This design comes from an exercise in tuning for small area, a short achievable clock period and few clock cycles per item on the open sky130 flow, not from production work. Where RTL was checked, it was by simulation tests only, not by an equivalence proof against the original.

==> v17: inputs <==
==> flow/design.v (excerpt) <==
module nearest_neighbor_multi_metric #(
	parameter int VECTOR_LEN = 64,
	parameter int MAX_ROWS = 1024
) (
	input  logic clk,
	input  logic arst_n,
	input  logic psel,
	input  logic penable,
	input  logic pwrite,
	input  logic [1:0] paddr,
	input  logic [31:0] pwdata,
	output logic [31:0] prdata,
	output logic pready,
	input  logic in_valid,
	output logic in_ready,
	input  logic signed [15:0] feature_value,
	input  logic is_query,
	input  logic last_element,
	input  logic last_row,
	output logic out_valid,
	input  logic out_ready,
	output logic signed [40:0] score,
	output logic [9:0] row_index,
	output logic [9:0] best_index,
	output logic is_final
);
==> module nnmm_back, before the edit <==
module nnmm_back #(
	parameter int MAX_ROWS = 1024
) (
	input  logic clk,
	input  logic arst_n,
	input  logic j_we,
	input  logic signed [nnmm_pkg::AccW-1:0] j_acc,
	input  logic [nnmm_pkg::NormW-1:0] j_norm,
	input  logic j_cos,
	input  logic j_last,
	input  logic j_first,
	input  logic [nnmm_pkg::NormW-1:0] qnorm,
	output logic m_free,
	output logic out_valid,
	input  logic out_ready,
	output logic signed [40:0] score,
	output logic [nnmm_pkg::IdxW-1:0] row_index,
	output logic [nnmm_pkg::IdxW-1:0] best_index,
	output logic is_final
);
	localparam int AW = nnmm_pkg::AccW;
	localparam int NW = nnmm_pkg::NormW;
	localparam int IW = nnmm_pkg::IdxW;
	localparam int PW = 2 * NW;
	localparam int RW = NW + 5;
	logic mv, mcos, mlast, mfirst, mbusy;
	logic signed [AW-1:0] md;
	logic [NW-1:0] mhi, mlo;
	logic [5:0] mcnt;
	logic m_done, m_to_sd;
	logic [NW:0] msum;
	assign m_done = mv && !mbusy;
	assign m_free = !mv;
	assign msum = {1'b0, mhi} + (mlo[0] ? {1'b0, qnorm} : '0);
	always_ff @(posedge clk) begin
		if (j_we) begin
			md <= j_acc;
			mlo <= j_norm;
			mhi <= '0;
			mcnt <= '0;
			mbusy <= j_cos;
			mcos <= j_cos;
			mlast <= j_last;
			mfirst <= j_first;
		end else if (mbusy) begin
			{mhi, mlo} <= {msum, mlo[NW-1:1]};
			mcnt <= mcnt + 6'd1;
			if (mcnt == 6'(NW - 1)) begin
				mbusy <= 1'b0;
			end
		end
	end
	logic sdv, sdcos, sdlast, sdfirst, sdneg;
	logic ph_sq, ph_dl, ph_dv, ph_fin;
	logic signed [AW-1:0] sdd;
	logic [PW-1:0] p;
	logic [RW-1:0] rr;
	logic [NW-1:0] root;
	logic [5:0] sdcnt;
	logic sd_done, pos;
	logic [RW-1:0] a_sq, x_sq, sum_sq;
	logic [NW+2:0] a_dv, x_dv, sum_dv;
	logic [AW-1:0] dabs;
	logic [16:0] quo;
	assign pos = !rr[RW-1];
	assign a_sq = {rr[RW-3:0], p[PW-1 -: 2]};
	assign x_sq = {{3{pos}}, root ^ {NW{pos}}, 2'b11};
	assign sum_sq = a_sq + x_sq;
	assign a_dv = {rr[NW+1:0], pos};
	assign x_dv = {{2{pos}}, root ^ {NW{pos}}, pos};
	assign sum_dv = a_dv + x_dv;
	assign dabs = sdd[AW-1] ? AW'(-sdd) : AW'(sdd);
	assign quo = sdd[16:0];
	assign m_to_sd = m_done && !sdv;
	assign sd_done = sdv && !(ph_sq || ph_dl || ph_dv || ph_fin);
	always_ff @(posedge clk) begin
		if (m_to_sd) begin
			sdd <= md;
			p <= {mhi, mlo};
			rr <= '0;
			root <= '0;
			sdcnt <= '0;
			ph_sq <= mcos;
			ph_dl <= 1'b0;
			ph_dv <= 1'b0;
			ph_fin <= 1'b0;
			sdcos <= mcos;
			sdlast <= mlast;
			sdfirst <= mfirst;
		end else begin
			if (ph_sq) begin
				p <= p << 2;
				rr <= sum_sq;
				root <= {root[NW-2:0], !sum_sq[RW-1]};
				sdcnt <= sdcnt + 6'd1;
				if (sdcnt == 6'(NW - 1)) begin
					ph_sq <= 1'b0;
					ph_dl <= 1'b1;
				end
			end
			if (ph_dl) begin
				rr <= RW'(dabs);
				sdneg <= sdd[AW-1];
				sdcnt <= '0;
				ph_dl <= 1'b0;
				ph_dv <= 1'b1;
			end
			if (ph_dv) begin
				rr <= {{(RW-NW-3){sum_dv[NW+2]}}, sum_dv};
				sdd <= {sdd[AW-2:0], !sum_dv[NW+2]};
				sdcnt <= sdcnt + 6'd1;
				if (sdcnt == 6'd16) begin
					ph_dv <= 1'b0;
					ph_fin <= 1'b1;
				end
			end
			if (ph_fin) begin
				sdd <= (root == '0) ? '0 : sdneg ? -(AW'(quo)) : AW'(quo);
				ph_fin <= 1'b0;
			end
		end
	end
	logic ov, c_take;
	logic signed [AW-1:0] best;
	logic [IW-1:0] oidx, obest, idx;
	logic better;
	assign c_take = sd_done && !ov;
	assign idx = sdfirst ? '0 : (32'(oidx) >= MAX_ROWS - 1) ? oidx : oidx + IW'(1);
	logic [AW:0] cmp;
	assign cmp = {sdd[AW-1], sdd} + {~best[AW-1], ~best} + (AW+1)'(!sdcos);
	assign better = sdfirst || (sdcos ? !cmp[AW] : cmp[AW]);
	always_ff @(posedge clk) begin
		if (c_take) begin
			oidx <= idx;
			if (better) begin
				best <= sdd;
				obest <= idx;
			end
		end
	end
	always_ff @(posedge clk or negedge arst_n) begin
		if (!arst_n) begin
			mv <= 1'b0;
			sdv <= 1'b0;
			ov <= 1'b0;
		end else begin
			if (j_we) begin
				mv <= 1'b1;
			end else if (m_to_sd) begin
				mv <= 1'b0;
			end
			if (m_to_sd) begin
				sdv <= 1'b1;
			end else if (ov && out_ready) begin
				sdv <= 1'b0;
			end
			if (c_take) begin
				ov <= 1'b1;
			end else if (out_ready) begin
				ov <= 1'b0;
			end
		end
	end
	assign out_valid = ov;
	assign score = 41'(sdd);
	assign row_index = oidx;
	assign best_index = obest;
	assign is_final = sdlast;
endmodule
==> flow/config.mk <==
export PLATFORM = sky130hd
export DESIGN_NAME = nearest_neighbor_multi_metric
export DESIGN_NICKNAME = nearest_neighbor_multi_metric
export VERILOG_FILES = /design/flow/design.v
export SDC_FILE = /design/flow/constraint.sdc
export NUM_CORES = 4
export LEC_CHECK = 0
export CAP_MARGIN = 35
export CORE_MARGIN = 2
export CORE_UTILIZATION = 60
export SLEW_MARGIN = 35
==> flow/constraint.sdc <==
create_clock -name core_clock -period 11.0 [get_ports {clk}]
set_input_delay 2.2000 -clock core_clock [delete_from_list [all_inputs] [get_ports {clk}]]
set_output_delay 2.2000 -clock core_clock [all_outputs]
set_load 0.01 [all_outputs]
standard.sh (not shown) runs the stock make flow with config.mk's settings and CLKGATE_MAP_FILE= SYNTH_SCRIPT=/design/flow/synth_recipe.tcl, a recipe that flattens the netlist after the stock synthesis.
==> flow/flow/run.sh <==
#!/bin/bash
set -euo pipefail
export SETUP_SLACK_MARGIN=7.3
bash standard.sh > standard_flow.log 2>&1
==> inputs of v20, as changes to v17 <==
--- a/flow/design.v
+++ b/flow/design.v
@@ -857,3 +857,3 @@
 	logic [5:0] sdcnt;
-	logic sd_done, pos;
+	logic sd_done, c_take, pos;
 	logic [RW-1:0] a_sq, x_sq, sum_sq;
@@ -920,14 +920,14 @@
 	end
-	logic ov, c_take;
-	logic signed [AW-1:0] best;
+	logic ov, ofin;
+	logic signed [AW-1:0] osc, best;
 	logic [IW-1:0] oidx, obest, idx;
 	logic better;
-	assign c_take = sd_done && !ov;
+	assign c_take = sd_done && (!ov || out_ready);
 	assign idx = sdfirst ? '0 : (32'(oidx) >= MAX_ROWS - 1) ? oidx : oidx + IW'(1);
-	logic [AW:0] cmp;
-	assign cmp = {sdd[AW-1], sdd} + {~best[AW-1], ~best} + (AW+1)'(!sdcos);
-	assign better = sdfirst || (sdcos ? !cmp[AW] : cmp[AW]);
+	assign better = sdfirst || (sdcos ? (sdd > best) : (sdd < best));
 	always_ff @(posedge clk) begin
 		if (c_take) begin
+			osc <= sdd;
 			oidx <= idx;
+			ofin <= sdlast;
 			if (better) begin
@@ -951,3 +951,3 @@
 				sdv <= 1'b1;
-			end else if (ov && out_ready) begin
+			end else if (c_take) begin
 				sdv <= 1'b0;
@@ -962,6 +962,6 @@
 	assign out_valid = ov;
-	assign score = 41'(sdd);
+	assign score = 41'(osc);
 	assign row_index = oidx;
 	assign best_index = obest;
-	assign is_final = sdlast;
+	assign is_final = ofin;
 endmodule
==> flow/flow/run.sh (replaced) <==
#!/bin/bash
set -euo pipefail
export SETUP_SLACK_MARGIN=8.3
bash standard.sh > standard_flow.log 2>&1
--- a/flow/config.mk
+++ b/flow/config.mk
@@ -9,3 +9,3 @@
 export CORE_MARGIN = 2
-export CORE_UTILIZATION = 60
+export CORE_UTILIZATION = 40
 export SLEW_MARGIN = 35
==> inputs of v38, as changes to v17 <==
--- a/flow/design.v
+++ b/flow/design.v
@@ -857,3 +857,3 @@
 	logic [5:0] sdcnt;
-	logic sd_done, pos;
+	logic sd_done, c_take, pos;
 	logic [RW-1:0] a_sq, x_sq, sum_sq;
@@ -920,14 +920,14 @@
 	end
-	logic ov, c_take;
-	logic signed [AW-1:0] best;
+	logic ov, ofin;
+	logic signed [AW-1:0] osc, best;
 	logic [IW-1:0] oidx, obest, idx;
 	logic better;
-	assign c_take = sd_done && !ov;
+	assign c_take = sd_done && (!ov || out_ready);
 	assign idx = sdfirst ? '0 : (32'(oidx) >= MAX_ROWS - 1) ? oidx : oidx + IW'(1);
-	logic [AW:0] cmp;
-	assign cmp = {sdd[AW-1], sdd} + {~best[AW-1], ~best} + (AW+1)'(!sdcos);
-	assign better = sdfirst || (sdcos ? !cmp[AW] : cmp[AW]);
+	assign better = sdfirst || (sdcos ? (sdd > best) : (sdd < best));
 	always_ff @(posedge clk) begin
 		if (c_take) begin
+			osc <= sdd;
 			oidx <= idx;
+			ofin <= sdlast;
 			if (better) begin
@@ -951,3 +951,3 @@
 				sdv <= 1'b1;
-			end else if (ov && out_ready) begin
+			end else if (c_take) begin
 				sdv <= 1'b0;
@@ -962,6 +962,6 @@
 	assign out_valid = ov;
-	assign score = 41'(sdd);
+	assign score = 41'(osc);
 	assign row_index = oidx;
 	assign best_index = obest;
-	assign is_final = sdlast;
+	assign is_final = ofin;
 endmodule
==> flow/run.sh (new file) <==
#!/bin/bash
# synth_recipe.tcl (not shown) runs the flow's synth.tcl, then flattens the netlist and writes it again
# the make line also repeats each setting of config.mk as NAME=value (left out here)
make -C /OpenROAD-flow-scripts/flow DESIGN_CONFIG=/design/flow/config.mk WORK_HOME=/design/flow/orfs CLKGATE_MAP_FILE= SYNTH_SCRIPT=/design/flow/synth_recipe.tcl finish
--- a/flow/config.mk
+++ b/flow/config.mk
@@ -7,5 +7,7 @@
 export LEC_CHECK = 0
+export ABC_CLOCK_PERIOD_IN_PS = 4000
 export CAP_MARGIN = 35
 export CORE_MARGIN = 2
-export CORE_UTILIZATION = 60
+export CORE_UTILIZATION = 40
+export SETUP_SLACK_MARGIN = 5
 export SLEW_MARGIN = 35
removed: flow/flow/run.sh
removed: flow/standard.sh
==> run summary <==
Data arrival time at the worst-slack endpoint: v20 1.39 ns; v38 5.35 ns; v17 4.27 ns
Sequential cell area in the final layout: v20 0.0399 sq mm; v38 0.0397 sq mm; v17 0.0386 sq mm
Number of flops mapped to enable cells by yosys: v20 353; v38 353; v17 313
Outcome: v20 no timing/DRC/antenna violations; v38 no timing/DRC/antenna violations; v17 no timing/DRC/antenna violations
Startpoint of the tightest hold check path: v20 u_front.u_ring.ring[320]$_DFF_P_; v38 u_front.u_ring.ring[769]$_DFF_P_; v17 u_front.u_ring.ring[1006]$_DFF_P_
Router iterations before antenna repair: v20 6; v38 5; v17 6
Async SR Flop Fraction: v20 5.61%; v38 5.61%; v17 5.74%
Synth unique cells: v20 88; v38 88; v17 97
Launching instance or port of the critical path: v20 u_back.oidx[8]$_DFFE_PP_; v38 u_back.rr[41]$_SDFFE_PP0P_; v17 u_front.nrm_q[6]$_DFFE_PN0P_
Share of cell area taken by muxes after synthesis: v20 2.22%; v38 2.22%; v17 2.18%
Rel. slew slack: v20 35.0%; v38 38.0%; v17 38.5%
Area share of the largest cell type after synthesis: v20 37.9%; v38 37.9%; v17 38.7%
Number of buffers created by CTS: v20 174; v38 173; v17 163
FF-to-FF Start: v20 u_back.sdd[1]$_DFFE_PP_; v38 u_back.rr[41]$_SDFFE_PP0P_; v17 u_front.nrm_q[6]$_DFFE_PN0P_
Number of multi-input combinational cells in the layout: v20 3682; v38 3681; v17 3651
Average detailed-routed wire length per instance: v20 18.9 um; v38 18.6 um; v17 20.8 um
Die boundary width: v20 423 um; v38 423 um; v17 343 um
Clock input transition at the sequential cells of the worst setup and hold paths: v20 0.06 ns; v38 0.06 ns; v17 0.07 ns
CP Depth: v20 1; v38 13; v17 13
Vias per inst: v20 5.05; v38 5.00; v17 5.59
Xor/xnor share of the synthesized area: v20 5.63%; v38 5.63%; v17 5.87%
Part of the Yosys area used for sequential elements: v20 56.6%; v38 56.6%; v17 56.0%
Floorplan core area: v20 0.174 sq mm; v38 0.174 sq mm; v17 0.114 sq mm
Testbench counts of v20, summed over its fixed seeds: cycles 41,860, items 598.
Testbench counts of v38, summed over its fixed seeds: cycles 41,860, items 598.
No functional check of the RTL was part of v17.

static timing again, ports no longer ideal:
Ports are ideal in the flow. The routed layouts listed here were re-timed in OpenROAD. Step 1: set_driving_cell puts a clkbuf_16 on clk and a buf_2 on each other input, an assumption about the parent block. Step 2 times the ports against the registers' clock, not the clock port: input delays grow and output delays shrink by t, the midpoint of the rising clock arrivals with the driver on. Slacks: ideal ports / drivers / drivers and shift; pairs: ideal ports / drivers.
run | shift t [ns] | slack for setup (ns) | worst register clock-pin slew, ns
v17 | 0.848 | 7.254 / 7.223 / 6.621 | 0.07 / 0.07
v20 | 0.876 | 7.405 / 7.322 / 7.120 | 0.07 / 0.07
v38 | 0.885 | 6.373 / 6.373 / 6.165 | 0.07 / 0.07
After both steps setup and hold are still met in every run listed. For v17, which loses most, drivers alone change the setup slack by -0.031 ns; drivers and shift together by -0.633 ns.
